Context: an optimization exercise on an open-source flow, tuned for a short achievable clock period and few clock cycles. The choices shown serve that exercise and are no tape-out recipe.
In this exercise RTL edits were held to simulation tests only and were not proved equivalent to the original.
Power is estimated from default activity; no workload was simulated.

$ cat config.mk
export PLATFORM = sky130hd
export DESIGN_NAME = cpu_top
export DESIGN_NICKNAME = cpu_top
export VERILOG_FILES = /design/flow/design.v
export SDC_FILE = /design/flow/constraint.sdc
export NUM_CORES = 4
export LEC_CHECK = 0
export CAP_MARGIN = 20
export CORE_MARGIN = 2
export CORE_UTILIZATION = 40
export SETUP_SLACK_MARGIN = 5
export SLEW_MARGIN = 20
$ cat constraint.sdc
create_clock -name core_clock -period 8.5 [get_ports {clk_in}]
set_input_delay 1.7000 -clock core_clock [delete_from_list [all_inputs] [get_ports {clk_in}]]
set_output_delay 1.7000 -clock core_clock [all_outputs]
set_load 0.01 [all_outputs]
$ cat run.sh
#!/bin/bash
# synth_recipe.tcl (not shown) runs the flow's synth.tcl, then flattens the netlist and writes it again
# the make line also repeats each setting of config.mk as NAME=value (left out here)
make -C /OpenROAD-flow-scripts/flow DESIGN_CONFIG=/design/flow/config.mk WORK_HOME=/design/flow/orfs CLKGATE_MAP_FILE= SYNTH_SCRIPT=/design/flow/synth_recipe.tcl finish
$ cat design.v
module ks_add #(
	parameter int W = 32,
	parameter int L = 5      
) (
	input  logic [W-1:0] a,
	input  logic [W-1:0] b,
	input  logic         cin,
	output logic [W-1:0] s,
	output logic         cout
);
	logic [W-1:0] g [L+1];
	logic [W-1:0] p [L+1];
	logic [W-1:0] c;
	always_comb begin
		g[0] = a & b;
		p[0] = a ^ b;
		g[0][0] = (a[0] & b[0]) | ((a[0] ^ b[0]) & cin);
		for (int l = 0; l < L; l++) begin
			for (int i = 0; i < W; i++) begin
				if (i >= (1 << l)) begin
					g[l+1][i] = g[l][i] | (p[l][i] & g[l][i-(1<<l)]);
					p[l+1][i] = p[l][i] & p[l][i-(1<<l)];
				end else begin
					g[l+1][i] = g[l][i];
					p[l+1][i] = p[l][i];
				end
			end
		end
		c = {g[L][W-2:0], cin};
		s = (a ^ b) ^ c;
		cout = g[L][W-1];
	end
endmodule
module ks_inc #(
	parameter int W = 32,
	parameter int L = 5      
) (
	input  logic [W-1:0] a,
	output logic [W-1:0] s
);
	logic [W-1:0] p [L+1];
	always_comb begin
		p[0] = a;
		for (int l = 0; l < L; l++)
			for (int i = 0; i < W; i++)
				p[l+1][i] = (i >= (1 << l)) ? (p[l][i] & p[l][i-(1<<l)]) : p[l][i];
		s = a ^ {p[L][W-2:0], 1'b1};
	end
endmodule
module alu (
	input  logic [32-1:0] a,
	input  logic [32-1:0] b,
	input  logic [9:0]       op,      
	input  logic [2:0]       funct3,
	output logic [32-1:0] sum,
	output logic [32-1:0] diff,
	output logic [32-1:0] result,        
	output logic             branch_taken
);
	logic             nborrow;
	logic             eq;
	logic             lt;
	logic             ltu;
	logic [4:0]       shamt;
	logic [32-1:0] sll_r;
	logic [32-1:0] srl_r;
	ks_add #(.W(32)) add_i (.a(a), .b(b), .cin(1'b0), .s(sum), .cout());
	ks_add #(.W(32)) sub_i (.a(a), .b(~b), .cin(1'b1), .s(diff), .cout(nborrow));
	assign eq = (a == b);
	assign ltu = !nborrow;
	assign lt = (a[32-1] ^ b[32-1]) ? a[32-1] : diff[32-1];
	assign shamt = b[4:0];
	assign sll_r = a << shamt;
	assign srl_r = 32'($signed({op[4] & a[32-1], a}) >>> shamt);
	always_comb begin
		result = '0;
		if (op[2]) result = result | sll_r;
		if (op[3] | op[4]) result = result | srl_r;
		if (op[5]) result = result | (a & b);
		if (op[6]) result = result | (a | b);
		if (op[7]) result = result | (a ^ b);
		if (op[8]) result = result | 32'(lt);
		if (op[9]) result = result | 32'(ltu);
	end
	always_comb begin
		case (funct3)
			3'b000:  branch_taken = eq;
			3'b001:  branch_taken = !eq;
			3'b100:  branch_taken = lt;
			3'b101:  branch_taken = !lt;
			3'b110:  branch_taken = ltu;
			3'b111:  branch_taken = !ltu;
			default: branch_taken = 1'b0;
		endcase
	end
endmodule
module reg_file (
	input  logic             clk_in,
	input  logic [4:0]       rs1_addr,
	input  logic [4:0]       rs2_addr,
	input  logic             we,
	input  logic [4:0]       wr_addr,
	input  logic [32-1:0] wr_data,
	output logic [32-1:0] rs1_data,
	output logic [32-1:0] rs2_data
);
	logic [32-1:0] regs [1:32-1];
	always_ff @(posedge clk_in) begin
		if (we && (wr_addr != 5'd0))
			regs[wr_addr] <= wr_data;
	end
	assign rs1_data = (rs1_addr == 5'd0) ? '0 : regs[rs1_addr];
	assign rs2_data = (rs2_addr == 5'd0) ? '0 : regs[rs2_addr];
endmodule
module cpu_top (
	input  logic               clk_in,
	input  logic               rst_in,
	input  logic               rdy_in,
	input  logic [7:0]         mem_din,
	output logic [7:0]         mem_dout,
	output logic [18-1:0] mem_a,
	output logic               mem_wr
);
	localparam logic [6:0] OP_LUI    = 7'b0110111;
	localparam logic [6:0] OP_AUIPC  = 7'b0010111;
	localparam logic [6:0] OP_JAL    = 7'b1101111;
	localparam logic [6:0] OP_JALR   = 7'b1100111;
	localparam logic [6:0] OP_BRANCH = 7'b1100011;
	localparam logic [6:0] OP_LOAD   = 7'b0000011;
	localparam logic [6:0] OP_STORE  = 7'b0100011;
	localparam logic [6:0] OP_IMM    = 7'b0010011;
	localparam logic [6:0] OP_REG    = 7'b0110011;
	typedef enum logic [2:0] {
		st_idle, st_decode, st_execute, st_memory, st_resolve
	} state_e;
	logic               cur_fetch;
	logic               cur_load;
	logic               prv_fetch;
	logic               prv_load;
	logic [18-1:0] prv_a;       
	localparam int CW = 4;           
	localparam int TW = 18 - 2 - CW;
	logic [32-1:0]   fpc;         
	logic [18-1:2] ipc;         
	logic [1:0]         icnt;        
	logic [2:0]         ahead;       
	logic [23:0]        asm_b;       
	logic [(1<<CW)-1:0] c_valid;
	logic [TW-1:0]      c_tag  [1<<CW];
	logic [31:0]        c_data [1<<CW];
	state_e             state;
	logic [31:0]        ir;
	logic [32-1:0]   pc;
	logic [32-1:0]   pc4;
	logic [32-1:0]   op_a;
	logic [32-1:0]   op_b;
	logic [32-1:0]   sdata;
	logic [32-1:0]   tgt;
	logic [32-1:0]   res;
	logic [32-1:0]   r_sum;       
	logic               r_use_sum;
	logic [32-1:0]   r_diff;      
	logic               r_use_diff;
	logic [32-1:0]   wb_raw;
	logic [9:0]         alu_op;
	logic [2:0]         x_f3;
	logic [4:0]         x_rd;
	logic               x_wr;
	logic               x_ld;
	logic               x_st;
	logic               x_br;
	logic               x_jalr;
	logic               x_link;
	logic               x_jal;
	logic               br_q;        
	logic [1:0]         m_left;      
	logic [23:0]        me_data;     
	logic               w_valid;     
	logic               fwd1;
	logic               fwd2;
	logic [32-1:0]   rs1_v;
	logic [32-1:0]   rs2_v;
	logic [1:0]         m_idx;       
	logic [1:0]         m_last;      
	logic [32-1:0] sum;
	logic [32-1:0] alu_res;
	logic [32-1:0] diff;
	logic             taken;
	logic [32-1:0] wb_data;
	logic [6:0]         opc;
	logic [2:0]         f3;
	logic               d_lui, d_auipc, d_jal, d_jalr, d_br, d_ld, d_st, d_imm, d_reg;
	logic [32-1:0]   imm_i, imm_s, imm_b, imm_u, imm_j;
	logic [32-1:0]   rs1_data;
	logic [32-1:0]   rs2_data;
	logic [32-1:0]   d_tgt;
	logic [9:0]         d_alu;
	logic               alt;
	logic [32-1:2]   fpc_inc;
	logic [32-1:2]   pc_inc;
	logic [18-1:2] ipc_inc;
	logic [18-1:0] mem_a_inc;
	assign opc = ir[6:0];
	assign f3 = ir[14:12];
	assign d_lui = (opc == OP_LUI);
	assign d_auipc = (opc == OP_AUIPC);
	assign d_jal = (opc == OP_JAL);
	assign d_jalr = (opc == OP_JALR);
	assign d_br = (opc == OP_BRANCH);
	assign d_ld = (opc == OP_LOAD);
	assign d_st = (opc == OP_STORE);
	assign d_imm = (opc == OP_IMM);
	assign d_reg = (opc == OP_REG);
	assign imm_i = {{20{ir[31]}}, ir[31:20]};
	assign imm_s = {{20{ir[31]}}, ir[31:25], ir[11:7]};
	assign imm_b = {{19{ir[31]}}, ir[31], ir[7], ir[30:25], ir[11:8], 1'b0};
	assign imm_u = {ir[31:12], 12'b0};
	assign imm_j = {{11{ir[31]}}, ir[31], ir[19:12], ir[20], ir[30:21], 1'b0};
	ks_add #(.W(32)) tgt_add_i (.a(pc), .b(ir[3] ? imm_j : imm_b), .cin(1'b0), .s(d_tgt), .cout());
	ks_inc #(.W(32-2)) fpc_inc_i (.a(fpc[32-1:2]), .s(fpc_inc));
	ks_inc #(.W(32-2)) pc_inc_i (.a(pc[32-1:2]), .s(pc_inc));
	ks_inc #(.W(18-2)) ipc_inc_i (.a(ipc), .s(ipc_inc));
	ks_inc #(.W(18)) mem_a_inc_i (.a(mem_a), .s(mem_a_inc));
	assign alt = ir[30] && (d_reg || (f3 == 3'b101));
	always_comb begin
		d_alu = '0;
		if (d_imm || d_reg) begin
			case (f3)
				3'b000:  d_alu[alt ? 1 : 0] = 1'b1;
				3'b001:  d_alu[2] = 1'b1;
				3'b010:  d_alu[8] = 1'b1;
				3'b011:  d_alu[9] = 1'b1;
				3'b100:  d_alu[7] = 1'b1;
				3'b101:  d_alu[alt ? 4 : 3] = 1'b1;
				3'b110:  d_alu[6] = 1'b1;
				default: d_alu[5] = 1'b1;
			endcase
		end else begin
			d_alu[0] = 1'b1;
		end
	end
	reg_file reg_file_i (
		.clk_in   (clk_in),
		.rs1_addr (ir[19:15]),
		.rs2_addr (ir[24:20]),
		.we       (w_valid && x_wr),
		.wr_addr  (x_rd),
		.wr_data  (wb_data),
		.rs1_data (rs1_data),
		.rs2_data (rs2_data)
	);
	alu alu_i (
		.a            (op_a),
		.b            (op_b),
		.op           (alu_op),
		.funct3       (x_f3),
		.sum          (sum),
		.diff         (diff),
		.result       (alu_res),
		.branch_taken (taken)
	);
	always_comb begin
		wb_raw = r_use_sum ? r_sum : r_use_diff ? r_diff : res;
		wb_data = wb_raw;
		if (x_ld) begin
			case (x_f3)
				3'b000:  wb_data = {{24{res[7]}}, res[7:0]};
				3'b001:  wb_data = {{16{res[15]}}, res[15:0]};
				default: wb_data = res;
			endcase
		end
	end
	assign fwd1 = w_valid && x_wr && (x_rd != 5'd0) && (x_rd == ir[19:15]);
	assign fwd2 = w_valid && x_wr && (x_rd != 5'd0) && (x_rd == ir[24:20]);
	assign rs1_v = fwd1 ? wb_data : rs1_data;
	assign rs2_v = fwd2 ? wb_data : rs2_data;
	logic               redirect;
	logic [32-1:0]   redirect_pc;
	logic               mem_start;
	logic               mem_more;
	logic               accept;
	logic               hit_f;
	logic               hit_i;
	logic               fill;
	logic               arrive_f;
	logic               take;
	logic               skip;
	logic               issue;
	logic               ipc_step;
	logic [31:0]        f_word;
	assign redirect = ((state == st_execute) && x_jal) || ((state == st_resolve) && br_q);
	assign redirect_pc = x_jalr ? {r_sum[32-1:1], 1'b0} : tgt;
	assign mem_more = (m_left != 2'd0);
	assign mem_start = (state == st_execute) && (x_ld || x_st) && !mem_more;
	assign accept = (state == st_idle) ||
		((state == st_execute) && ((x_wr && !x_ld && !x_link) || (x_st && !mem_more))) ||
		((state == st_resolve) && !br_q) ||
		((state == st_memory) && prv_load && (m_idx == m_last));
	always_comb begin
		hit_f = 1'b0;
		hit_i = 1'b0;
		for (int k = 0; k < (1 << CW); k++) begin
			hit_f = hit_f | (c_valid[k] && (fpc[CW+1:2] == CW'(k)) && (c_tag[k] == fpc[18-1:CW+2]));
			hit_i = hit_i | (c_valid[k] && (ipc[CW+1:2] == CW'(k)) && (c_tag[k] == ipc[18-1:CW+2]));
		end
	end
	assign fill = prv_fetch && (prv_a[1:0] == 2'd3);
	assign arrive_f = fill && (prv_a[18-1:2] == fpc[18-1:2]);
	assign f_word = arrive_f ? {mem_din, asm_b} : c_data[fpc[CW+1:2]];
	assign take = accept && (hit_f || arrive_f);
	assign skip = hit_i && !ahead[2];
	assign issue = !hit_i && !ahead[2] && !mem_start && !mem_more;
	assign ipc_step = skip || (issue && icnt == 2'd3);
	always_ff @(posedge clk_in) begin
		if (rst_in)
			c_valid <= '0;
		else if (fill)
			c_valid[prv_a[CW+1:2]] <= 1'b1;
	end
	always_ff @(posedge clk_in) begin
		if (fill) begin
			c_tag[prv_a[CW+1:2]] <= prv_a[18-1:CW+2];
			c_data[prv_a[CW+1:2]] <= {mem_din, asm_b};
		end
	end
	always_ff @(posedge clk_in) begin
		if (rst_in) begin
			mem_a <= 32'h0000_0000;
			mem_wr <= 1'b0;
			cur_fetch <= 1'b1;
			cur_load <= 1'b0;
			prv_fetch <= 1'b0;
			prv_load <= 1'b0;
			fpc <= 32'h0000_0000;
			ipc <= '0;
			icnt <= 2'd1;
			ahead <= 3'b001;
			m_left <= 2'd0;
			w_valid <= 1'b0;
			state <= st_idle;
		end else if (rdy_in) begin
			prv_fetch <= cur_fetch && !redirect;
			prv_load <= cur_load;
			prv_a <= mem_a;
			if (prv_fetch)
				case (prv_a[1:0])
					2'd0: asm_b[7:0] <= mem_din;
					2'd1: asm_b[15:8] <= mem_din;
					2'd2: asm_b[23:16] <= mem_din;
					default: ;
				endcase
			if (accept) begin
				ir <= f_word;
				pc <= fpc;
			end
			if (take) begin
				fpc <= {fpc_inc, fpc[1:0]};
			end
			if (redirect) begin
				fpc <= redirect_pc;
				ipc <= redirect_pc[18-1:2];
				ahead <= 3'b001;
				if (mem_more) begin
					icnt <= 2'd0;
					mem_a <= mem_a_inc;
					mem_dout <= me_data[7:0];
					me_data <= me_data >> 8;
					cur_fetch <= 1'b0;
				end else begin
					icnt <= 2'd1;
					mem_a <= {redirect_pc[18-1:2], 2'b00};
					mem_wr <= 1'b0;
					cur_fetch <= 1'b1;
					cur_load <= 1'b0;
				end
			end else begin
				if (ipc_step && !take)
					ahead <= {ahead[1:0], 1'b0};
				else if (take && !ipc_step)
					ahead <= {1'b0, ahead[2:1]};
				if (ipc_step)
					ipc <= ipc_inc;
				if (skip)
					icnt <= 2'd0;
				else if (issue)
					icnt <= icnt + 2'd1;
				if (mem_start) begin
					mem_a <= sum[18-1:0];
					mem_wr <= x_st;
					mem_dout <= sdata[7:0];
					me_data <= sdata[31:8];
					cur_fetch <= 1'b0;
					cur_load <= x_ld;
				end else if (mem_more) begin
					mem_a <= mem_a_inc;
					mem_dout <= me_data[7:0];
					me_data <= me_data >> 8;
					cur_fetch <= 1'b0;
				end else if (issue) begin
					mem_a <= {ipc, icnt};
					mem_wr <= 1'b0;
					cur_fetch <= 1'b1;
					cur_load <= 1'b0;
				end else begin
					mem_wr <= 1'b0;
					cur_fetch <= 1'b0;
					cur_load <= 1'b0;
				end
			end
			if (mem_more)
				m_left <= m_left - 2'd1;
			w_valid <= 1'b0;
			if (prv_load) begin
				res[8*m_idx +: 8] <= mem_din;
				m_idx <= m_idx + 2'd1;
			end
			case (state)
				st_idle: begin
					state <= take ? st_decode : st_idle;
				end
				st_decode: begin
					op_a <= d_lui ? '0 : d_auipc ? pc : rs1_v;
					op_b <= (d_reg || d_br) ? rs2_v :
						(d_lui || d_auipc) ? imm_u :
						d_st ? imm_s : imm_i;
					sdata <= rs2_v;
					tgt <= d_tgt;
					pc4 <= {pc_inc, pc[1:0]};
					alu_op <= d_alu;
					x_f3 <= f3;
					x_rd <= ir[11:7];
					x_wr <= d_lui || d_auipc || d_jal || d_jalr || d_ld || d_imm || d_reg;
					x_ld <= d_ld;
					x_st <= d_st;
					x_br <= d_br;
					x_jalr <= d_jalr;
					x_link <= d_jal || d_jalr;
					x_jal <= d_jal;
					state <= st_execute;
				end
				st_execute: begin
					if (!((x_ld || x_st) && mem_more)) begin
						res <= x_link ? pc4 : x_ld ? '0 : alu_res;
						r_sum <= sum;
						r_use_sum <= alu_op[0] && !x_link && !x_ld;
						r_diff <= diff;
						r_use_diff <= alu_op[1];
						m_idx <= 2'd0;
						if (x_ld || x_st)
							m_left <= (x_f3[1:0] == 2'b00) ? 2'd0 : (x_f3[1:0] == 2'b01) ? 2'd1 : 2'd3;
						m_last <= (x_f3[1:0] == 2'b00) ? 2'd0 : (x_f3[1:0] == 2'b01) ? 2'd1 : 2'd3;
						w_valid <= x_wr && !x_ld;
						br_q <= (x_br && taken) || x_jalr;
						if (x_ld)
							state <= st_memory;
						else if (x_br || x_jalr)
							state <= st_resolve;
						else
							state <= take ? st_decode : st_idle;
					end
				end
				st_memory: begin
					if (prv_load && m_idx == m_last) begin
						w_valid <= 1'b1;
						state <= take ? st_decode : st_idle;
					end
				end
				st_resolve: begin
					state <= take ? st_decode : st_idle;
				end
				default: state <= st_idle;
			endcase
		end
	end
endmodule
==> flow_summary.yaml, run 1 <==
grt:
  wire_length_of_the_first_global_routing_pass_mm: 514
  grt_overflow_total: 0
  grt_pass1_vias: 68075
  grt_antenna_before_repair: 13
  grt_start_max_net_pins: 92
  grt_usage: 0.257
die:
  die-area_sq_um: 279000
  die_h_um: 528
  floorplan.rows: 192
  placeableCoreArea_sq_um: 273000
  fp.dieW_um: 528
  top_level_ports: 38
  initial_core_utilization: 0.402
min_path:
  timing.hold.worst_endpoint: "r_use_diff"
  hold_start: "alu_op[1]"
  hold_path.class: "flip-flop to flip-flop"
  min_path_cells: 0
clock_network:
  clock-sinks: 2232
  ctsHtreeMaxLevel: 4
  cts_tree: "done"
  cts.hold.buffers_added: 0
  clockBufferDepth: 4
  clock_insertion_delay_worst_skew_ps: 920
  clk_root_buffer_cell: "sky130_fd_sc_hd__clkbuf_16"
  clk_transition_reported_paths_ps: 70
  numCtsBuffers: 235
worst_setup_path:
  critical-path-slowest-cell: "sky130_fd_sc_hd__or4_4"
  cp_num_buf_inv: 3
  r2r.worst_path.cells: 17
  critical_path.max_stage_delay_ps: 530
  cp-end-kind: "flip-flop"
  worstPathArrival_ps: 4990
  critPathMaxFanout: 2
  worstSetupStartpointType: "flip-flop"
  worstReg2RegStart: "op_b[4]"
  r2r_slack_ps: 4110
  crit_chain: "buf_12 -> clkinvlp_4 -> ha_4 -> or4_4 -> o211ai_1 -> nand4_1 -> a2111oi_4 -> buf_4 -> o311ai_4 -> a21oi_2 -> o21ai_2 -> o31a_1 -> fa_2 -> a222oi_1 -> o2111ai_1 -> a21oi_1 -> a221oi_1"
  critical_path_class: "flip-flop to flip-flop"
  crit_family: "compound AO/OA/AOI/OAI gates"
  critical_path_required_ps: 9100
  reg_to_reg_endpoint: "res[0]"
synth:
  prevailing_post_synth_register_cell: "sky130_fd_sc_hd__edfxtp_1"
  synthesis.nets: 7348
  ys_async_sr_fraction: 0
  postSynthRegisterBits: 2232
  synth.avg_cell_area_sq_um: 15.3
  syn_area_sq_um: 110000
  seq_area_frac_synth: 0.600
  synth-edff-count: 2120
  ys_warn_count: 12
  netlist-cell-type-count: 95
  postSynthCellCount: 7186
sta:
  layout_min_cycle_time_ps: 4390
  final_worst_path_period_share: 0.517
  worst_clock_skew_ps: 48.9
  final-max-slew-violation-count: 0
  setup_total_negative_slack_ps: 0
  setup_viol_count_final: 0
  worst_slack_setup_final_ps: 4110
  tightest_slew_ps: 1100
  clock.fmax_mhz: 228
  rsz0062_at_grt: "yes"
  slew_headroom: 0.266
  finalHoldViolations: 0
finish:
  fraction_of_layout_cells_with_a_size_suffix_above_1: 0.248
  regArea_sq_um: 66000
  multi_input_comb_area_sq_um: 42900
  fillCellCount: 23587
  finish.instance_area_sq_um: 126000
  layout.nets: 7488
  instances_no_fill: 11098
  layout-area-overhead-vs-synth_pct: 14.4
route:
  dr.first_iter.drc_count: 10039
  first_pass_iters: 9
  routed_wirelength_mm: 369
  via_count: 70797
  detail_route.vias_per_cell: 6.38
  wl_per_cell_um: 33.3
  drc_errors: 0
  route.antenna.remaining_nets: 0
place:
  dp_hpwl_mm: 213
  placed_cells: 10493
  buffer_ports.inserted: 37
  placed_cell_area_sq_um: 115000
  post-place-ws_ps: 3170
  replace_congestion: 0.963
flow_run:
  timing.max_cap.violations: 0
outcome:
  status: "no timing/DRC/antenna violations"
power:
  fin_total_pwr_mw: 23.3
  vdd.ir_drop.worst_uv: 189
  total_leakage_power_nw: 40.8
  power_per_cell_area_nw_per_um2: 186
## synthesized netlist by cell type, drive strengths merged, types with 13 or more instances
master,number,area share
o21a,14,0.00096
nand2,365,0.012
xor2,188,0.015
nor2b,38,0.0022
o22ai,42,0.0024
o211ai,14,0.00096
o21bai,38,0.0026
o32ai,15,0.0012
a221o,22,0.0020
dfxtp,112,0.020
a211oi,126,0.0087
nor4,71,0.0042
or3,18,0.0010
xnor2,347,0.028
a221oi,58,0.0047
o31ai,17,0.0012
nand2b,23,0.0013
ha,147,0.017
and3,22,0.0013
mux2,46,0.0047
mux2i,226,0.021
and2,17,0.00097
a21o,47,0.0032
buf,218,0.011
nor3,90,0.0041
edfxtp,2120,0.58
o2111ai,19,0.0015
clkbuf,288,0.0098
and4,15,0.0012
a31oi,41,0.0023
nand3b,38,0.0026
a22oi,31,0.0021
nand3,93,0.0042
mux4,780,0.16
inv,174,0.0059
nand4,100,0.0057
nor2,464,0.016
a21oi,334,0.015
o21ai,230,0.011
or4,13,0.00089
## registers in the layout, indices dropped and copies added (netlist names), 5 cells and up, named ones only
register and flops:
ipc 16, asm_b 24, alu_op 10, tgt 31, sdata 32, mem_dout 8
fpc 32, me_data 24, pc 32, c_data 512, mem_a 18, reg_file_i.regs 992
op_b 32, r_sum 32, x_rd 5, res 32, r_diff 31, c_valid 16
op_a 32, pc4 32, c_tag 192, prv_a 18, ir 32
## report_power, final
part | switching (mW) | total, mW | internal [mW]
combinational | 0.748 | 1.29 | 0.539
clock | 4.35 | 9.96 | 5.61
sequential | 0.0902 | 12.1 | 12.0
total | 5.19 | 23.3 | 18.1
## cell families (layout without fill, tap and decap cells)
logic type                 Yosys count  in the layout  synth area share
DFF                               2232           2232             0.600
and+or+nand+nor                   1407           1407            0.0610
AOI/OAI and AO/OA                 1128           1131            0.0669
muxes                             1052           1052             0.185
buffers and inverters              681            999            0.0266
xor gates and xnor gates           535            535            0.0427
adders and majority gates          151            151            0.0175
other                                0              2                 0
## cell usage in the layout, fill, tap and decap left out, types with 23 or more instances in the layout
cell | Yosys | final
sky130_fd_sc_hd__nor3_1 | 90 | 80
sky130_fd_sc_hd__xnor2_1 | 347 | 344
sky130_fd_sc_hd__ha_1 | 147 | 128
sky130_fd_sc_hd__clkbuf_16 | 0 | 246
sky130_fd_sc_hd__buf_6 | 10 | 23
sky130_fd_sc_hd__a21oi_2 | 0 | 34
sky130_fd_sc_hd__clkbuf_1 | 288 | 40
sky130_fd_sc_hd__o21ai_1 | 21 | 26
sky130_fd_sc_hd__nor2b_1 | 38 | 34
sky130_fd_sc_hd__nor2_1 | 463 | 410
sky130_fd_sc_hd__dfxtp_1 | 112 | 76
sky130_fd_sc_hd__dlygate4sd2_1 | 0 | 23
sky130_fd_sc_hd__a21oi_1 | 334 | 287
sky130_fd_sc_hd__mux4_2 | 780 | 780
sky130_fd_sc_hd__xor2_1 | 188 | 188
sky130_fd_sc_hd__a22oi_1 | 31 | 29
sky130_fd_sc_hd__clkinv_2 | 0 | 39
sky130_fd_sc_hd__mux2_2 | 46 | 44
sky130_fd_sc_hd__nand3_1 | 93 | 92
sky130_fd_sc_hd__nand4_1 | 100 | 100
sky130_fd_sc_hd__clkinv_1 | 0 | 53
sky130_fd_sc_hd__nand3b_1 | 38 | 38
sky130_fd_sc_hd__nor4_1 | 68 | 53
sky130_fd_sc_hd__inv_1 | 172 | 143
sky130_fd_sc_hd__o21ai_0 | 207 | 190
sky130_fd_sc_hd__o22ai_1 | 42 | 27
sky130_fd_sc_hd__o21bai_1 | 38 | 36
sky130_fd_sc_hd__buf_4 | 40 | 262
sky130_fd_sc_hd__a211oi_1 | 125 | 121
sky130_fd_sc_hd__a21o_1 | 47 | 46
sky130_fd_sc_hd__edfxtp_1 | 2120 | 2120
sky130_fd_sc_hd__a221oi_1 | 57 | 54
sky130_fd_sc_hd__mux2i_1 | 226 | 219
sky130_fd_sc_hd__nand2_1 | 365 | 363
sky130_fd_sc_hd__clkinvlp_4 | 0 | 38
sky130_fd_sc_hd__nor2_4 | 0 | 48
sky130_fd_sc_hd__a31oi_1 | 41 | 40
## worst max-delay path by stage
stage,startpoint,slack [ps],to,depth (start not counted)
finish,op_b[4],4110,res[0],17
global route,op_a[0],3970,res[0],17
CTS,op_b[4],4110,res[0],17
detailed placement,op_b[3],3170,res[0],16
global placement,op_b[3],3190,res[0],16
floorplan,rdy_in,360,alu_op[0],3
## per-layer routing
layer,global-route usage,wire (um)
met5,0,58
met4,0.101,17200
met3,0.0489,36600
met2,0.404,171000
met1,0.352,144000
## area by class of cell
type / count / area share
clock buffers: 281 / 0.0489
multi-input cells: 4276 / 0.341
diodes: 2 / 0.0000398
clock inverters: 137 / 0.00898
inverters: 174 / 0.00624
repair inverters: 22 / 0.00101
flip-flops and latches: 2232 / 0.525
well taps: 3589 / 0.0357
repair buffers: 385 / 0.0327
## repair_timing
action,4_1_cts,5_1_grt
gates resized for setup,273,132
endpoints found under the setup margin,487,498
setup buffers,61,75
pin swaps,31,38
gates cloned,37,11
## per-stage QoR
step / utilization / hold slack, ps
floorplan: - / 400
global placement: 0.419 / 405
detailed placement: 0.419 / 407
CTS: 0.454 / 427
global route: 0.460 / 442
finish: 0.460 / 428
Testbench counts, summed over its fixed seeds: cycles 116,109.
==> run 2, diff against run 1 <==
--- a/design.v
+++ b/design.v
@@ -52,14 +52,12 @@
 	input  logic [32-1:0] b,
 	input  logic [9:0]       op,      
-	input  logic [2:0]       funct3,
 	output logic [32-1:0] sum,
 	output logic [32-1:0] diff,
 	output logic [32-1:0] result,        
-	output logic             branch_taken
+	output logic             eq,
+	output logic             lt,
+	output logic             ltu
 );
 	logic             nborrow;
-	logic             eq;
-	logic             lt;
-	logic             ltu;
 	logic [4:0]       shamt;
 	logic [32-1:0] sll_r;
@@ -80,17 +78,4 @@
 		if (op[6]) result = result | (a | b);
 		if (op[7]) result = result | (a ^ b);
-		if (op[8]) result = result | 32'(lt);
-		if (op[9]) result = result | 32'(ltu);
-	end
-	always_comb begin
-		case (funct3)
-			3'b000:  branch_taken = eq;
-			3'b001:  branch_taken = !eq;
-			3'b100:  branch_taken = lt;
-			3'b101:  branch_taken = !lt;
-			3'b110:  branch_taken = ltu;
-			3'b111:  branch_taken = !ltu;
-			default: branch_taken = 1'b0;
-		endcase
 	end
 endmodule
@@ -186,5 +171,13 @@
 	logic [32-1:0] alu_res;
 	logic [32-1:0] diff;
-	logic             taken;
+	logic             eq;
+	logic             lt;
+	logic             ltu;
+	logic             r_eq;
+	logic             r_lt;
+	logic             r_ltu;
+	logic             r_slt;
+	logic             r_sltu;
+	logic             br_taken;
 	logic [32-1:0] wb_data;
 	logic [6:0]         opc;
@@ -254,12 +247,14 @@
 		.b            (op_b),
 		.op           (alu_op),
-		.funct3       (x_f3),
 		.sum          (sum),
 		.diff         (diff),
 		.result       (alu_res),
-		.branch_taken (taken)
+		.eq           (eq),
+		.lt           (lt),
+		.ltu          (ltu)
 	);
 	always_comb begin
-		wb_raw = r_use_sum ? r_sum : r_use_diff ? r_diff : res;
+		wb_raw = r_use_sum ? r_sum : r_use_diff ? r_diff :
+			r_slt ? 32'(r_lt) : r_sltu ? 32'(r_ltu) : res;
 		wb_data = wb_raw;
 		if (x_ld) begin
@@ -289,4 +284,16 @@
 	logic               ipc_step;
 	logic [31:0]        f_word;
+	always_comb begin
+		case (x_f3)
+			3'b000:  br_taken = r_eq;
+			3'b001:  br_taken = !r_eq;
+			3'b100:  br_taken = r_lt;
+			3'b101:  br_taken = !r_lt;
+			3'b110:  br_taken = r_ltu;
+			3'b111:  br_taken = !r_ltu;
+			default: br_taken = 1'b0;
+		endcase
+		br_q = x_jalr || (x_br && br_taken);
+	end
 	assign redirect = ((state == st_execute) && x_jal) || ((state == st_resolve) && br_q);
 	assign redirect_pc = x_jalr ? {r_sum[32-1:1], 1'b0} : tgt;
@@ -451,5 +458,9 @@
 						m_last <= (x_f3[1:0] == 2'b00) ? 2'd0 : (x_f3[1:0] == 2'b01) ? 2'd1 : 2'd3;
 						w_valid <= x_wr && !x_ld;
-						br_q <= (x_br && taken) || x_jalr;
+						r_eq <= eq;
+						r_lt <= lt;
+						r_ltu <= ltu;
+						r_slt <= alu_op[8];
+						r_sltu <= alu_op[9];
 						if (x_ld)
 							state <= st_memory;
==> flow_summary.yaml, run 2 <==
grt:
  grt_antenna_before_repair: 16
  wire_length_of_the_first_global_routing_pass_mm: 508
  grt_pass1_vias: 67186
  grt_usage: 0.254
  grt_overflow_total: 0
  grt_start_max_net_pins: 95
min_path:
  min_path_cells: 0
  hold_path.class: "flip-flop to flip-flop"
  hold_start: "alu_op[9]"
  timing.hold.worst_endpoint: "r_sltu"
place:
  post-place-ws_ps: 3030
  replace_congestion: 0.943
  buffer_ports.inserted: 37
  dp_hpwl_mm: 214
synth:
  synth.avg_cell_area_sq_um: 15.5
  syn_area_sq_um: 109000
  ys_async_sr_fraction: 0
  synth_top_area_cell: "sky130_fd_sc_hd__edfxtp_1"
  synthesis.nets: 7230
  post-synth-top-count-cell: "sky130_fd_sc_hd__edfxtp_1"
  postSynthCellCount: 7068
  yosys-top-cells-count: "2124 x sky130_fd_sc_hd__edfxtp_1, 779 x sky130_fd_sc_hd__mux4_2, 402 x sky130_fd_sc_hd__xnor2_1"
  ys_warn_count: 12
  postSynthRegisterBits: 2236
  synth_largest_type_area_fraction: 0.584
  seq_area_frac_synth: 0.604
  prevailing_post_synth_register_cell: "sky130_fd_sc_hd__edfxtp_1"
  synth-edff-count: 2124
  synth.area.top_cells: "sky130_fd_sc_hd__edfxtp_1 58%, sky130_fd_sc_hd__mux4_2 16%, sky130_fd_sc_hd__xnor2_1 3.2%"
  netlist-cell-type-count: 92
finish:
  layout-area-overhead-vs-synth_pct: 13.9
  fraction_of_layout_cells_with_a_size_suffix_above_1: 0.246
  flip_flop_count_of_the_largest_register_all_copies_and_words_added: 992
  top_register: "reg_file_i.regs"
  most-common-layout-cells: "2124 x sky130_fd_sc_hd__edfxtp_1, 779 x sky130_fd_sc_hd__mux4_2, 402 x sky130_fd_sc_hd__xnor2_1, 359 x sky130_fd_sc_hd__nor2_1, 324 x sky130_fd_sc_hd__nand2_1"
  final_common_cell: "sky130_fd_sc_hd__edfxtp_1"
  layout.nets: 7313
route:
  routed_wirelength_mm: 363
  drc_errors: 0
  route.antenna.remaining_nets: 0
  first_pass_iters: 7
  via_count: 69407
  wl_per_cell_um: 33.2
  detail_route.vias_per_cell: 6.36
  dr.first_iter.drc_count: 10418
power:
  power_per_cell_area_nw_per_um2: 194
  vdd.ir_drop.worst_uv: 185
  total_leakage_power_nw: 39.9
clock_network:
  clock_insertion_delay_worst_skew_ps: 930
  cts_tree: "done"
  cts.hold.buffers_added: 0
  numCtsBuffers: 235
  clk_root_buffer_cell: "sky130_fd_sc_hd__clkbuf_16"
  ctsHtreeMaxLevel: 4
  clockBufferDepth: 4
  clk_transition_reported_paths_ps: 60
  clock-sinks: 2236
sta:
  final_worst_path_period_share: 0.429
  rsz0062_at_grt: "yes"
  worst_clock_skew_ps: 77.2
  layout_min_cycle_time_ps: 3650
  final-max-slew-violation-count: 0
  setup_total_negative_slack_ps: 0
  clock.fmax_mhz: 274
  tightest_slew_ps: 1230
  finalHoldViolations: 0
  worst_slack_setup_final_ps: 4850
  setup_viol_count_final: 0
  slew_headroom: 0.176
worst_setup_path:
  cp-end-kind: "flip-flop"
  critical_path_required_ps: 9150
  r2r.worst_path.cells: 13
  critPathMaxFanout: 6
  critical_path_class: "flip-flop to flip-flop"
  r2r_slack_ps: 4850
  worstPathArrival_ps: 4300
  reg_to_reg_endpoint: "r_diff[31]"
  worstReg2RegStart: "op_b[7]"
  worstSetupStartpointType: "flip-flop"
die:
  floorplan.rows: 191
  fp.dieW_um: 527
  top_level_ports: 38
  initial_core_utilization: 0.403
  die_h_um: 527
  placeableCoreArea_sq_um: 271000
  die-area_sq_um: 277000
outcome:
  status: "no timing/DRC/antenna violations"
flow_run:
  timing.max_cap.violations: 0
run 2: what timing repair did:
item	4_1_cts	5_1_grt
buffers inserted	61	35
endpoints found under the setup margin	1243	830
pin swaps	27	29
resized for setup	295	124
cloned	15	6
run 2: layer usage:
metal	global-route usage	wire length [um]	part of all wire
met1	0.352	145000	0.40
met5	0	69	0.00019
met2	0.402	170000	0.47
met3	0.0500	34700	0.096
met4	0.0844	13200	0.036
run 2: cell type report:
type	instances	area, sq um
Fill cell	23240	147000
Sequential cell	2236	66200
Multi-Input combinational cell	4135	42000
Clock buffer	286	6190
Tap cell	3570	4470
Timing Repair Buffer	323	3280
Clock inverter	142	1470
Inverter	212	853
Timing Repair inverter	8	57.6
Antenna cell	8	20.0
run 2: power by group:
part | internal (mW) | leakage [nW] | switching (mW)
registers | 12.1 | 20.1 | 0.134
logic | 0.636 | 16.0 | 0.894
clock network | 6.03 | 3.75 | 4.43
total | 18.7 | 39.9 | 5.46
run 2: worst max path at each step:
| stage | startpoint | end | cells past startpoint |
|---|---|---|---|
| after CTS | op_a[5] | r_diff[31] | 13 |
| final | op_b[7] | r_diff[31] | 13 |
| after global routing | op_b[7] | r_diff[31] | 13 |
| after global placement | rdy_in | r_sum[31] | 6 |
| after detailed placement | rdy_in | r_sum[29] | 6 |
| after floorplan | rst_in | alu_op[0] | 3 |
run 2: critical path, cell delays in order (launching register included):
cell,delay (ps)
sky130_fd_sc_hd__edfxtp_1,510
sky130_fd_sc_hd__inv_2,130
sky130_fd_sc_hd__ha_4,220
sky130_fd_sc_hd__or4_4,450
sky130_fd_sc_hd__a21oi_4,150
sky130_fd_sc_hd__o31ai_4,100
sky130_fd_sc_hd__o2111ai_2,100
sky130_fd_sc_hd__a21boi_2,120
sky130_fd_sc_hd__a2111oi_4,490
sky130_fd_sc_hd__a21oi_4,140
sky130_fd_sc_hd__o31a_1,290
sky130_fd_sc_hd__o21a_1,200
sky130_fd_sc_hd__fa_1,470
sky130_fd_sc_hd__inv_1,40
run 2: cells by family (layout without fill, tap and decap cells):
kind of cell / after synthesis / in the layout / share of synthesized area
other cells: 0 / 8 / 0
buf+inv: 700 / 971 / 0.0260
mux: 1036 / 1036 / 0.185
compound gates: 1076 / 1077 / 0.0656
fa+ha+maj: 151 / 151 / 0.0176
flops: 2236 / 2236 / 0.604
simple gates: 1332 / 1334 / 0.0589
xor+xnor: 537 / 537 / 0.0430
run 2: metrics by stage:
stage          hold slack (ps)  instance area [sq um]  std cells  utilization  power (mW)
2_1_floorplan              400                 109000       7068            -        13.3
3_3_place_gp               405                 114000      10364        0.420        13.8
3_5_place_dp               405                 114000      10364        0.420        13.8
4_1_cts                    419                 124000      10868        0.455        24.2
5_1_grt                    437                 124000      10914        0.459        24.7
6_report                   419                 124000      10920        0.459        24.2
Testbench counts of run 2, summed over its fixed seeds: cycles 116,109.
==> run 3, diff against run 2 <==
==> flow/run.sh (new file) <==
#!/bin/bash
# The standard layout, with timing repair aimed past the clock period's own slack
# (the constraints stay the design's; only how hard repair_timing works changes)
set -euo pipefail
MARGIN=6.0
bash standard.sh SETUP_SLACK_MARGIN=$MARGIN finish > standard_finish.log 2>&1
==> standard.sh (new file) <==
#!/bin/bash
# synth_recipe.tcl (not shown) runs the flow's synth.tcl, then flattens the netlist and writes it again
# the make line also repeats each setting of config.mk as NAME=value (left out here)
make -C /OpenROAD-flow-scripts/flow DESIGN_CONFIG=/design/flow/config.mk WORK_HOME=/design/flow/orfs CLKGATE_MAP_FILE= SYNTH_SCRIPT=/design/flow/synth_recipe.tcl "${@:-finish}"
removed: run.sh
==> flow_summary.yaml, run 3 <==
synth:
  synth_largest_type_area_fraction: 0.584
  synth_top_area_cell: "sky130_fd_sc_hd__edfxtp_1"
  synth.avg_cell_area_sq_um: 15.5
  synthesis.nets: 7230
  ys_warn_count: 12
  prevailing_post_synth_register_cell: "sky130_fd_sc_hd__edfxtp_1"
  yosys-top-cells-count: "2124 x sky130_fd_sc_hd__edfxtp_1, 779 x sky130_fd_sc_hd__mux4_2, 402 x sky130_fd_sc_hd__xnor2_1"
  synth-edff-count: 2124
  postSynthRegisterBits: 2236
  post-synth-top-count-cell: "sky130_fd_sc_hd__edfxtp_1"
  seq_area_frac_synth: 0.604
  netlist-cell-type-count: 92
  ys_async_sr_fraction: 0
  postSynthCellCount: 7068
  syn_area_sq_um: 109000
  synth.area.top_cells: "sky130_fd_sc_hd__edfxtp_1 58%, sky130_fd_sc_hd__mux4_2 16%, sky130_fd_sc_hd__xnor2_1 3.2%"
worst_setup_path:
  worstSetupStartpointType: "flip-flop"
  critical_path_class: "flip-flop to flip-flop"
  worstReg2RegStart: "op_b[7]"
  worstPathArrival_ps: 4270
  crit_path_from: "op_b[7]"
  cp-end-kind: "flip-flop"
  critPathMaxFanout: 3
  r2r_slack_ps: 4880
  r2r.worst_path.cells: 14
  critical_path_required_ps: 9160
  endpoint: "r_diff[31]"
  reg_to_reg_endpoint: "r_diff[31]"
finish:
  layout-area-overhead-vs-synth_pct: 31.6
  fraction_of_layout_cells_with_a_size_suffix_above_1: 0.424
  final_common_cell: "sky130_fd_sc_hd__edfxtp_1"
  regArea_sq_um: 66300
  instances_no_fill: 11845
  most-common-layout-cells: "2124 x sky130_fd_sc_hd__edfxtp_1, 779 x sky130_fd_sc_hd__mux4_2, 522 x sky130_fd_sc_hd__buf_4, 350 x sky130_fd_sc_hd__xnor2_1, 314 x sky130_fd_sc_hd__nor2_1"
  finish.instance_area_sq_um: 144000
  multi_input_comb_area_sq_um: 47600
  flip_flop_count_of_the_largest_register_all_copies_and_words_added: 992
  layout.nets: 8242
  fillCellCount: 21099
  top_register: "reg_file_i.regs"
flow_run:
  timing.max_cap.violations: 0
place:
  replace_congestion: 0.943
  dp_hpwl_mm: 214
  post-place-ws_ps: 3030
  buffer_ports.inserted: 37
  placed_cells: 10364
  placed_cell_area_sq_um: 114000
route:
  drc_errors: 0
  routed_wirelength_mm: 417
  wl_per_cell_um: 35.2
  first_pass_iters: 9
  route.antenna.remaining_nets: 0
  detail_route.vias_per_cell: 6.50
  via_count: 77017
  dr.first_iter.drc_count: 12269
sta:
  final_worst_path_period_share: 0.426
  setup_viol_count_final: 0
  setup_total_negative_slack_ps: 0
  rsz0062_at_grt: "yes"
  worst_slack_setup_final_ps: 4880
  clock.fmax_mhz: 276
  layout_min_cycle_time_ps: 3620
  final-max-slew-violation-count: 0
  tightest_slew_ps: 1180
  finalHoldViolations: 0
  slew_headroom: 0.206
  worst_clock_skew_ps: 78.9
die:
  die_h_um: 527
  initial_core_utilization: 0.403
  floorplan.rows: 191
  die-area_sq_um: 277000
  placeableCoreArea_sq_um: 271000
  fp.dieW_um: 527
  top_level_ports: 38
grt:
  grt_antenna_before_repair: 8
  grt_start_max_net_pins: 83
  grt_overflow_total: 0
  grt_pass1_vias: 73174
  wire_length_of_the_first_global_routing_pass_mm: 567
  grt_usage: 0.287
clock_network:
  clk_root_buffer_cell: "sky130_fd_sc_hd__clkbuf_16"
  clock-sinks: 2236
  ctsHtreeMaxLevel: 4
  clk_transition_reported_paths_ps: 60
  clockBufferDepth: 4
  cts.hold.buffers_added: 0
  numCtsBuffers: 235
  cts_tree: "done"
  clock_insertion_delay_worst_skew_ps: 930
power:
  vdd.ir_drop.worst_uv: 198
  power_per_cell_area_nw_per_um2: 174
  fin_total_pwr_mw: 25.0
  total_leakage_power_nw: 47.8
min_path:
  min_path_cells: 0
  hold_path.class: "flip-flop to flip-flop"
outcome:
  status: "no timing/DRC/antenna violations"
[run 3: cell counts after synthesis]
No cell type changed its count.
[run 3: area by class of cell]
cell class / instances / share of cell area
Antenna cell: 4 / 0.0000696
Clock buffer: 286 / 0.0430
Clock inverter: 142 / 0.0102
Inverter: 212 / 0.00674
Multi-Input combinational cell: 4138 / 0.331
Sequential cell: 2236 / 0.461
Tap cell: 3570 / 0.0311
Timing Repair Buffer: 1205 / 0.114
Timing Repair inverter: 52 / 0.00268
[run 3: how the worst min path moves through the flow]
| stage | end | start | slack [ps] |
|---|---|---|---|
| finish | r_sltu | alu_op[9] | 420 |
| global route | r_use_diff | alu_op[1] | 430 |
| CTS | r_sltu | alu_op[9] | 420 |
| detailed placement | r_sltu | alu_op[9] | 400 |
| global placement | r_sltu | alu_op[9] | 400 |
| floorplan | r_slt | alu_op[8] | 400 |
[run 3: critical path, cell delays in order (launching register included)]
cell and delay [ps]:
sky130_fd_sc_hd__edfxtp_1 520, sky130_fd_sc_hd__inv_2 140, sky130_fd_sc_hd__ha_4 210, sky130_fd_sc_hd__or4_4 440, sky130_fd_sc_hd__a21oi_4 160, sky130_fd_sc_hd__o31ai_4 100, sky130_fd_sc_hd__o2111ai_2 130, sky130_fd_sc_hd__a21boi_2 120
sky130_fd_sc_hd__a2111oi_4 300, sky130_fd_sc_hd__buf_4 190, sky130_fd_sc_hd__a21oi_4 80, sky130_fd_sc_hd__o31a_1 290, sky130_fd_sc_hd__o21a_1 200, sky130_fd_sc_hd__fa_1 470, sky130_fd_sc_hd__inv_1 40
[run 3: per-stage QoR]
| step | hold slack [ps] | utilization |
|---|---|---|
| floorplan | 400 | - |
| global placement | 405 | 0.420 |
| detailed placement | 405 | 0.420 |
| CTS | 419 | 0.509 |
| global route | 429 | 0.530 |
| finish | 420 | 0.530 |
[run 3: report_power, final]
part / total, mW / internal [mW] / switching, mW
combinational: 2.30 / 1.09 / 1.21
sequential: 12.2 / 12.0 / 0.111
clock: 10.5 / 6.03 / 4.48
total: 25.0 / 19.2 / 5.80
[run 3: repair_timing]
item	CTS	global route
gates cloned	183	35
setup buffers	578	253
pin swaps	367	335
resized for setup	1787	621
setup endpoints to repair	2996	2119
[run 3: layer usage]
| layer | up-vias | wire [um] | track usage |
|---|---|---|---|
| met4 | 8 | 26500 | 0.138 |
| met1 | 39899 | 154000 | 0.381 |
| li1 | 30426 | - | - |
| met3 | 1314 | 46300 | 0.0610 |
| met2 | 5370 | 190000 | 0.449 |
| met5 | - | 58 | 0 |
[run 3: kinds of logic after synthesis]
group / share of synthesized area
compound gates: 0.0656
xor+xnor: 0.0430
fa+ha+maj: 0.0176
buf+inv: 0.0260
flops: 0.604
mux: 0.185
simple gates: 0.0589
==> run 4, diff against run 3 <==
--- a/design.v
+++ b/design.v
@@ -48,10 +48,34 @@
 	end
 endmodule
+module split_add #(
+	parameter int LW = 18,
+	parameter int HW = 14
+) (
+	input  logic [LW+HW-1:0] a,
+	input  logic [LW+HW-1:0] b,
+	input  logic             cin,
+	output logic [LW-1:0]    lo,
+	output logic             clo,
+	output logic [HW-1:0]    hi0,
+	output logic [HW-1:0]    hi1,
+	output logic             co0,
+	output logic             co1
+);
+	ks_add #(.W(LW)) lo_i (.a(a[LW-1:0]), .b(b[LW-1:0]), .cin(cin), .s(lo), .cout(clo));
+	ks_add #(.W(HW)) hi0_i (.a(a[LW+HW-1:LW]), .b(b[LW+HW-1:LW]), .cin(1'b0), .s(hi0), .cout(co0));
+	ks_add #(.W(HW)) hi1_i (.a(a[LW+HW-1:LW]), .b(b[LW+HW-1:LW]), .cin(1'b1), .s(hi1), .cout(co1));
+endmodule
 module alu (
 	input  logic [32-1:0] a,
 	input  logic [32-1:0] b,
 	input  logic [9:0]       op,      
-	output logic [32-1:0] sum,
-	output logic [32-1:0] diff,
+	output logic [17:0]      sum_lo,    
+	output logic             sum_c,
+	output logic [13:0]      sum_hi0,
+	output logic [13:0]      sum_hi1,
+	output logic [17:0]      diff_lo,
+	output logic             diff_c,
+	output logic [13:0]      diff_hi0,
+	output logic [13:0]      diff_hi1,
 	output logic [32-1:0] result,        
 	output logic             eq,
@@ -59,13 +83,16 @@
 	output logic             ltu
 );
-	logic             nborrow;
+	logic             nb0;
+	logic             nb1;
 	logic [4:0]       shamt;
 	logic [32-1:0] sll_r;
 	logic [32-1:0] srl_r;
-	ks_add #(.W(32)) add_i (.a(a), .b(b), .cin(1'b0), .s(sum), .cout());
-	ks_add #(.W(32)) sub_i (.a(a), .b(~b), .cin(1'b1), .s(diff), .cout(nborrow));
+	split_add add_i (.a(a), .b(b), .cin(1'b0), .lo(sum_lo), .clo(sum_c),
+		.hi0(sum_hi0), .hi1(sum_hi1), .co0(), .co1());
+	split_add sub_i (.a(a), .b(~b), .cin(1'b1), .lo(diff_lo), .clo(diff_c),
+		.hi0(diff_hi0), .hi1(diff_hi1), .co0(nb0), .co1(nb1));
 	assign eq = (a == b);
-	assign ltu = !nborrow;
-	assign lt = (a[32-1] ^ b[32-1]) ? a[32-1] : diff[32-1];
+	assign ltu = !(diff_c ? nb1 : nb0);
+	assign lt = (a[32-1] ^ b[32-1]) ? a[32-1] : (diff_c ? diff_hi1[13] : diff_hi0[13]);
 	assign shamt = b[4:0];
 	assign sll_r = a << shamt;
@@ -141,9 +168,21 @@
 	logic [32-1:0]   op_b;
 	logic [32-1:0]   sdata;
+	logic [17:0]        tgt_lo;      
+	logic               tgt_c;
+	logic [13:0]        tgt_hi0;
+	logic [13:0]        tgt_hi1;
 	logic [32-1:0]   tgt;
 	logic [32-1:0]   res;
-	logic [32-1:0]   r_sum;       
+	logic [17:0]        r_sum_lo;    
+	logic               r_sum_c;
+	logic [13:0]        r_sum_hi0;
+	logic [13:0]        r_sum_hi1;
+	logic [32-1:0]   r_sum;
 	logic               r_use_sum;
-	logic [32-1:0]   r_diff;      
+	logic [17:0]        r_diff_lo;   
+	logic               r_diff_c;
+	logic [13:0]        r_diff_hi0;
+	logic [13:0]        r_diff_hi1;
+	logic [32-1:0]   r_diff;
 	logic               r_use_diff;
 	logic [32-1:0]   wb_raw;
@@ -168,7 +207,13 @@
 	logic [1:0]         m_idx;       
 	logic [1:0]         m_last;      
-	logic [32-1:0] sum;
+	logic [17:0]      sum_lo;
+	logic             sum_c;
+	logic [13:0]      sum_hi0;
+	logic [13:0]      sum_hi1;
 	logic [32-1:0] alu_res;
-	logic [32-1:0] diff;
+	logic [17:0]      diff_lo;
+	logic             diff_c;
+	logic [13:0]      diff_hi0;
+	logic [13:0]      diff_hi1;
 	logic             eq;
 	logic             lt;
@@ -187,5 +232,8 @@
 	logic [32-1:0]   rs1_data;
 	logic [32-1:0]   rs2_data;
-	logic [32-1:0]   d_tgt;
+	logic [17:0]        d_tgt_lo;
+	logic               d_tgt_c;
+	logic [13:0]        d_tgt_hi0;
+	logic [13:0]        d_tgt_hi1;
 	logic [9:0]         d_alu;
 	logic               alt;
@@ -210,5 +258,6 @@
 	assign imm_u = {ir[31:12], 12'b0};
 	assign imm_j = {{11{ir[31]}}, ir[31], ir[19:12], ir[20], ir[30:21], 1'b0};
-	ks_add #(.W(32)) tgt_add_i (.a(pc), .b(ir[3] ? imm_j : imm_b), .cin(1'b0), .s(d_tgt), .cout());
+	split_add tgt_add_i (.a(pc), .b(ir[3] ? imm_j : imm_b), .cin(1'b0), .lo(d_tgt_lo), .clo(d_tgt_c),
+		.hi0(d_tgt_hi0), .hi1(d_tgt_hi1), .co0(), .co1());
 	ks_inc #(.W(32-2)) fpc_inc_i (.a(fpc[32-1:2]), .s(fpc_inc));
 	ks_inc #(.W(32-2)) pc_inc_i (.a(pc[32-1:2]), .s(pc_inc));
@@ -247,6 +296,12 @@
 		.b            (op_b),
 		.op           (alu_op),
-		.sum          (sum),
-		.diff         (diff),
+		.sum_lo       (sum_lo),
+		.sum_c        (sum_c),
+		.sum_hi0      (sum_hi0),
+		.sum_hi1      (sum_hi1),
+		.diff_lo      (diff_lo),
+		.diff_c       (diff_c),
+		.diff_hi0     (diff_hi0),
+		.diff_hi1     (diff_hi1),
 		.result       (alu_res),
 		.eq           (eq),
@@ -254,4 +309,7 @@
 		.ltu          (ltu)
 	);
+	assign r_sum = {r_sum_c ? r_sum_hi1 : r_sum_hi0, r_sum_lo};
+	assign r_diff = {r_diff_c ? r_diff_hi1 : r_diff_hi0, r_diff_lo};
+	assign tgt = {tgt_c ? tgt_hi1 : tgt_hi0, tgt_lo};
 	always_comb begin
 		wb_raw = r_use_sum ? r_sum : r_use_diff ? r_diff :
@@ -393,5 +451,5 @@
 					icnt <= icnt + 2'd1;
 				if (mem_start) begin
-					mem_a <= sum[18-1:0];
+					mem_a <= sum_lo;
 					mem_wr <= x_st;
 					mem_dout <= sdata[7:0];
@@ -432,5 +490,8 @@
 						d_st ? imm_s : imm_i;
 					sdata <= rs2_v;
-					tgt <= d_tgt;
+					tgt_lo <= d_tgt_lo;
+					tgt_c <= d_tgt_c;
+					tgt_hi0 <= d_tgt_hi0;
+					tgt_hi1 <= d_tgt_hi1;
 					pc4 <= {pc_inc, pc[1:0]};
 					alu_op <= d_alu;
@@ -449,7 +510,13 @@
 					if (!((x_ld || x_st) && mem_more)) begin
 						res <= x_link ? pc4 : x_ld ? '0 : alu_res;
-						r_sum <= sum;
+						r_sum_lo <= sum_lo;
+						r_sum_c <= sum_c;
+						r_sum_hi0 <= sum_hi0;
+						r_sum_hi1 <= sum_hi1;
 						r_use_sum <= alu_op[0] && !x_link && !x_ld;
-						r_diff <= diff;
+						r_diff_lo <= diff_lo;
+						r_diff_c <= diff_c;
+						r_diff_hi0 <= diff_hi0;
+						r_diff_hi1 <= diff_hi1;
 						r_use_diff <= alu_op[1];
 						m_idx <= 2'd0;
==> run.sh (new file) <==
#!/bin/bash
# synth_recipe.tcl (not shown) runs the flow's synth.tcl, then flattens the netlist and writes it again
# the make line also repeats each setting of config.mk as NAME=value (left out here)
make -C /OpenROAD-flow-scripts/flow DESIGN_CONFIG=/design/flow/config.mk WORK_HOME=/design/flow/orfs CLKGATE_MAP_FILE= SYNTH_SCRIPT=/design/flow/synth_recipe.tcl finish
removed: flow/run.sh
removed: standard.sh
==> flow_summary.yaml, run 4 <==
clock_network:
  clk_root_buffer_cell: "sky130_fd_sc_hd__clkbuf_16"
  clk_transition_reported_paths_ps: 60
  cts_tree: "done"
  ctsHtreeMaxLevel: 4
  clock_insertion_delay_worst_skew_ps: 930
  clock-sinks: 2279
  cts.hold.buffers_added: 0
  clockBufferDepth: 4
  numCtsBuffers: 240
die:
  fp.dieW_um: 533
  die-area_sq_um: 284000
  initial_core_utilization: 0.401
  top_level_ports: 38
  floorplan.rows: 194
  placeableCoreArea_sq_um: 279000
  die_h_um: 533
synth:
  post-synth-top-count-cell: "sky130_fd_sc_hd__edfxtp_1"
  postSynthRegisterBits: 2279
  ys_warn_count: 15
  ys_async_sr_fraction: 0
  synth_top_area_cell: "sky130_fd_sc_hd__edfxtp_1"
  netlist-cell-type-count: 89
  seq_area_frac_synth: 0.602
  syn_area_sq_um: 112000
  synth-simple-area-share: 0.0613
  synth.area.mux_share: 0.180
  synth.avg_cell_area_sq_um: 15.2
  synth-edff-count: 2167
  yosys-top-cells-count: "2167 x sky130_fd_sc_hd__edfxtp_1, 782 x sky130_fd_sc_hd__mux4_2, 453 x sky130_fd_sc_hd__nor2_1"
  post_synth_xor_area_fraction: 0.0448
  synthesis.nets: 7520
  synth_largest_type_area_fraction: 0.582
  synth.area.top_cells: "sky130_fd_sc_hd__edfxtp_1 58%, sky130_fd_sc_hd__mux4_2 16%, sky130_fd_sc_hd__xnor2_1 2.4%"
  prevailing_post_synth_register_cell: "sky130_fd_sc_hd__edfxtp_1"
  synth_fa_ha_area_frac: 0.0183
  postSynthCellCount: 7351
  synth_top_family_by_area: "multiplexers"
  synth-compound-area-share: 0.0674
place:
  dp_hpwl_mm: 224
  post-place-ws_ps: 3680
  buffer_ports.inserted: 37
  placed_cells: 10786
  replace_congestion: 0.955
outcome:
  status: "no timing/DRC/antenna violations"
grt:
  grt.busiest_layer: "met2"
  grt_pass1_vias: 69840
  grt_start_max_net_pins: 88
  grtUsageMet1: 0.355
  met3_track_demand_over_resource_in_global_routing: 0.0487
  grt_overflow_total: 0
  grt_usage: 0.260
  grt_antenna_before_repair: 17
  grt_use_met2: 0.405
  wire_length_of_the_first_global_routing_pass_mm: 531
sta:
  clock.fmax_mhz: 286
  worst_slack_setup_final_ps: 5010
  final-max-slew-violation-count: 0
  worst_clock_skew_ps: 61.3
  slew_headroom: 0.205
  setup_total_negative_slack_ps: 0
  layout_min_cycle_time_ps: 3490
  rsz0062_at_grt: "yes"
  final_worst_path_period_share: 0.411
  tightest_slew_ps: 1190
  finalHoldViolations: 0
  setup_viol_count_final: 0
worst_setup_path:
  worstPathArrival_ps: 4120
  cp-end-kind: "flip-flop"
  critical_path_class: "flip-flop to flip-flop"
  r2r_slack_ps: 5010
  critical_path.most_common_cell: "sky130_fd_sc_hd__mux4_2"
  critical_path_required_ps: 9120
  critical_path.max_stage_delay_ps: 610
  crit_chain: "buf_12 -> mux4_2 -> mux4_2 -> mux2i_1 -> o22a_1 -> o21ai_0"
  worstSetupStartpointType: "flip-flop"
  critPathMaxFanout: 79
  critical-path-slowest-cell: "sky130_fd_sc_hd__mux4_2"
route:
  via_count: 71846
  route.antenna.remaining_nets: 0
  routed_wirelength_mm: 379
  detail_route.vias_per_cell: 6.34
  wl_per_cell_um: 33.5
  drc_errors: 0
  dr.first_iter.drc_count: 10210
  first_pass_iters: 6
power:
  power.share.switching: 0.220
  power_switching_mw: 5.33
  total_leakage_power_nw: 41.3
  power_per_cell_area_nw_per_um2: 192
  share_comb_of_total_power: 0.050
  vdd.ir_drop.worst_uv: 189
  internal_power_mw: 18.9
  clock_power_share: 0.442
  power.sequential.fraction: 0.508
finish:
  most-common-layout-cells: "2167 x sky130_fd_sc_hd__edfxtp_1, 782 x sky130_fd_sc_hd__mux4_2, 417 x sky130_fd_sc_hd__nand2_1, 412 x sky130_fd_sc_hd__nor2_1, 319 x sky130_fd_sc_hd__a21oi_1"
  top_register: "reg_file_i.regs"
  layout-area-overhead-vs-synth_pct: 13.3
  flip_flop_count_of_the_largest_register_all_copies_and_words_added: 992
  instances_no_fill: 11338
  fraction_of_layout_cells_with_a_size_suffix_above_1: 0.224
  layout.nets: 7584
  final_common_cell: "sky130_fd_sc_hd__edfxtp_1"
flow_run:
  timing.max_cap.violations: 0
min_path:
  hold_path.class: "flip-flop to flip-flop"
==> run 4: cell count changes in the layout (fill, tap and decap cells not counted), moves of 138 or more <==
cell                      delta
sky130_fd_sc_hd__a21oi_1   +138
sky130_fd_sc_hd__buf_12    -164
sky130_fd_sc_hd__buf_4     -301
sky130_fd_sc_hd__buf_6     -234
sky130_fd_sc_hd__nand2_1   +140
sky130_fd_sc_hd__o21ai_0   +163
sky130_fd_sc_hd__xor2_1    +138
==> run 4: cell type report <==
| class | instances | area, sq um |
|---|---|---|
| Clock inverter | 149 | 1570 |
| Timing Repair inverter | 6 | 40.0 |
| Tap cell | 3724 | 4660 |
| Antenna cell | 6 | 15.0 |
| Clock buffer | 286 | 6340 |
| Multi-Input combinational cell | 4373 | 42600 |
| Fill cell | 24199 | 152000 |
| Inverter | 191 | 777 |
| Timing Repair Buffer | 324 | 3280 |
| Sequential cell | 2279 | 67400 |
==> run 4: critical path, delay by kind of cell (launching register included) <==
kind / cells / cell delay, ps
multiplexers: 3 / 1450
flip-flops: 1 / 530
buffers and inverters: 1 / 480
AO/OA/AOI/OAI: 2 / 480
==> run 4: power by group through the flow <==
stage               clock network, mW  registers [mW]  logic, mW
floorplan                           0            12.5      0.764
global placement                    0            12.6       1.10
detailed placement                  0            12.6       1.11
CTS                              10.8            12.3       1.19
global route                     11.2            12.3       1.27
finish                           10.7            12.3       1.22
==> run 4: metal layers <==
layer	up-vias	share of wire
met5	-	0.00014
met4	8	0.051
met3	886	0.099
met2	4241	0.46
met1	37408	0.39
li1	29303	-
==> run 4: metrics by stage <==
stage	instance area (sq um)	total power, mW	util	hold WS, ps
6_report	127000	24.3	0.455	422
5_1_grt	127000	24.8	0.455	425
4_1_cts	126000	24.4	0.452	422
3_5_place_dp	117000	13.7	0.419	407
3_3_place_gp	117000	13.7	0.419	403
2_1_floorplan	112000	13.3	-	400
==> run 4: cells by family after synthesis <==
group           after synthesis
fa+ha+maj                   158
mux                        1031
flops                      2279
compound gates             1156
buf+inv                     703
xor+xnor                    572
simple gates               1452
==> run 4: repair_timing <==
item / CTS / global route
pin swaps: 9 / 9
buffers inserted: 65 / 26
resized for setup: 172 / 83
cloned: 10 / 9
setup endpoints to repair: 1068 / 646
==> run 4: path summary, 6_finish.rpt <==
check | from | endpoint | cells past startpoint
worst min register to register | alu_op[1] | r_use_diff | 0
worst max register to register | flip-flop | op_a[5] | 6
worst max-delay path | flip-flop | op_a[5] | 6
worst min-delay path | alu_op[1] | r_use_diff | 0
Testbench counts of run 4, summed over its fixed seeds: cycles 116,109.
==> run 5, diff against run 4 <==
==> flow/run.sh (new file) <==
#!/bin/bash
# The standard layout, with timing repair aimed past the clock period's own slack
# (the constraints stay the design's; only how hard repair_timing works changes)
set -euo pipefail
MARGIN=6.0
bash standard.sh SETUP_SLACK_MARGIN=$MARGIN finish > standard_finish.log 2>&1
==> standard.sh (new file) <==
#!/bin/bash
# synth_recipe.tcl (not shown) runs the flow's synth.tcl, then flattens the netlist and writes it again
# the make line also repeats each setting of config.mk as NAME=value (left out here)
make -C /OpenROAD-flow-scripts/flow DESIGN_CONFIG=/design/flow/config.mk WORK_HOME=/design/flow/orfs CLKGATE_MAP_FILE= SYNTH_SCRIPT=/design/flow/synth_recipe.tcl "${@:-finish}"
removed: run.sh
==> flow_summary.yaml, run 5 <==
outcome:
  status: "no timing/DRC/antenna violations"
power:
  total_leakage_power_nw: 47.7
  vdd.ir_drop.worst_uv: 199
  power_per_cell_area_nw_per_um2: 174
sta:
  rsz0062_at_grt: "yes"
  final_worst_path_period_share: 0.399
  tightest_slew_ps: 1310
  clock.fmax_mhz: 295
  setup_total_negative_slack_ps: 0
  layout_min_cycle_time_ps: 3390
  slew_headroom: 0.115
  finalHoldViolations: 0
route:
  via_count: 77783
  drc_errors: 0
  detail_route.vias_per_cell: 6.41
  wl_per_cell_um: 34.3
  dr.first_iter.drc_count: 11404
worst_setup_path:
  worstSetupStartpointType: "flip-flop"
  crit_path_from: "mem_dout[1]"
  critical_path.max_stage_delay_ps: 540
  crit_chain: "buf_2"
  crit_family: "flip-flops"
  worstReg2RegStart: "ir[3]"
  cp_num_buf_inv: 1
  critical_path_required_ps: 6800
  critical-path-slowest-cell: "sky130_fd_sc_hd__edfxtp_1"
  critPathMaxFanout: 2
flow_run:
  timing.max_cap.violations: 0
clock_network:
  clock-sinks: 2279
  clk_transition_reported_paths_ps: 70
  ctsHtreeMaxLevel: 4
  clock_insertion_delay_worst_skew_ps: 930
  clockBufferDepth: 4
  clk_root_buffer_cell: "sky130_fd_sc_hd__clkbuf_16"
  numCtsBuffers: 238
die:
  die-area_sq_um: 284000
  fp.dieW_um: 533
  initial_core_utilization: 0.401
  die_h_um: 533
  placeableCoreArea_sq_um: 279000
  top_level_ports: 38
grt:
  grt_usage: 0.281
  grt_antenna_before_repair: 16
  grt_start_max_net_pins: 81
  wire_length_of_the_first_global_routing_pass_mm: 571
  grt_overflow_total: 0
  grt_pass1_vias: 74443
finish:
  top_register: "reg_file_i.regs"
  fraction_of_layout_cells_with_a_size_suffix_above_1: 0.385
  flip_flop_count_of_the_largest_register_all_copies_and_words_added: 992
  layout.nets: 8384
  most-common-layout-cells: "2167 x sky130_fd_sc_hd__edfxtp_1, 782 x sky130_fd_sc_hd__mux4_2, 571 x sky130_fd_sc_hd__buf_4, 371 x sky130_fd_sc_hd__nor2_1, 350 x sky130_fd_sc_hd__nand2_1"
  final_util: 0.512
  layout-area-overhead-vs-synth_pct: 27.7
  final_common_cell: "sky130_fd_sc_hd__edfxtp_1"
min_path:
  hold_start: "alu_op[8]"
  hold_path.class: "flip-flop to flip-flop"
synth:
  synth_largest_type_area_fraction: 0.582
  prevailing_post_synth_register_cell: "sky130_fd_sc_hd__edfxtp_1"
  synthesis.nets: 7520
  seq_area_frac_synth: 0.602
  synth.avg_cell_area_sq_um: 15.2
  postSynthCellCount: 7351
  synth-edff-count: 2167
  ys_async_sr_fraction: 0
  post-synth-top-count-cell: "sky130_fd_sc_hd__edfxtp_1"
  netlist-cell-type-count: 89
  synth.area.top_cells: "sky130_fd_sc_hd__edfxtp_1 58%, sky130_fd_sc_hd__mux4_2 16%, sky130_fd_sc_hd__xnor2_1 2.4%"
place:
  replace_congestion: 0.939
  dp_hpwl_mm: 220
  buffer_ports.inserted: 37
run 5: cell counts after synthesis:
Identical to the previous run, type by type.
run 5: through the flow:
| stage | power [mW] | instance area, sq um | std cells | hold WS (ps) | worst slack [ps] |
|---|---|---|---|---|---|
| after floorplan | 13.3 | 112000 | 7351 | 400 | 1410 |
| after global placement | 13.7 | 117000 | 10800 | 401 | 3720 |
| after detailed placement | 13.7 | 117000 | 10800 | 408 | 3690 |
| after CTS | 24.8 | 138000 | 11888 | 424 | 5070 |
| after global routing | 25.4 | 143000 | 12137 | 427 | 5110 |
| final | 24.9 | 143000 | 12139 | 425 | 5110 |
run 5: where the power goes:
part,switching [mW],leakage (nW),total [mW],internal [mW]
Sequential,0.0823,20.5,12.3,12.2
Combinational,0.910,23.3,1.74,0.832
Clock,4.55,3.88,10.8,6.25
run 5: area by class of cell:
cell class	instances	area [sq um]
Timing Repair inverter	34	253
Inverter	191	913
Clock inverter	152	1700
Timing Repair Buffer	1092	14100
Fill cell	22675	136000
Tap cell	3724	4660
Clock buffer	285	6230
Sequential cell	2279	67500
Multi-Input combinational cell	4379	47400
Antenna cell	3	7.51
run 5: worst paths after layout:
path / to / slack (ps) / depth (start not counted)
max: mem_dout[1] / 5110 / 1
max reg2reg: tgt_lo[15] / 5190 / 16
min: r_slt / 420 / 0
min reg2reg: r_slt / 420 / 0
run 5: timing repair:
| item | 4_1_cts | 5_1_grt |
|---|---|---|
| hold endpoints to repair | 0 | 0 |
| resized for setup | 1458 | 518 |
| pin swaps | 241 | 307 |
| buffers inserted | 524 | 215 |
| gates cloned | 127 | 33 |
| endpoints found under the setup margin | 3341 | 1525 |
| hold buffers | 0 | 0 |
run 5: cells by family (layout without fill, tap and decap cells):
logic type	after synthesis	after routing	synth area share
simple gates	1452	1457	0.0613
buf+inv	703	1754	0.0260
fa+ha+maj	158	158	0.0183
compound gates	1156	1161	0.0674
other cells	0	3	0
xor+xnor	572	572	0.0448
mux	1031	1031	0.180
flops	2279	2279	0.602
run 5: per-layer routing:
layer  vias to the layer above  track usage  wire, um
li1                      31035            -         -
met1                     40132        0.370    152000
met2                      5292        0.437    190000
met3                      1318       0.0594     46100
met4                         6        0.152     28000
met5                         -            0        42
run 5: worst register-to-register path, cell delays in order (launching register included):
cell and delay (ps):
sky130_fd_sc_hd__edfxtp_1 460, sky130_fd_sc_hd__buf_6 160, sky130_fd_sc_hd__buf_6 110, sky130_fd_sc_hd__mux2_4 350, sky130_fd_sc_hd__ha_4 180, sky130_fd_sc_hd__inv_2 50, sky130_fd_sc_hd__fa_2 190, sky130_fd_sc_hd__nor2b_1 50
sky130_fd_sc_hd__o21ai_1 180, sky130_fd_sc_hd__a21boi_1 110, sky130_fd_sc_hd__o21ai_1 220, sky130_fd_sc_hd__a21boi_2 100, sky130_fd_sc_hd__o2111ai_2 240, sky130_fd_sc_hd__a31oi_2 150, sky130_fd_sc_hd__buf_6 160, sky130_fd_sc_hd__or4_4 400
sky130_fd_sc_hd__nand4_1 90
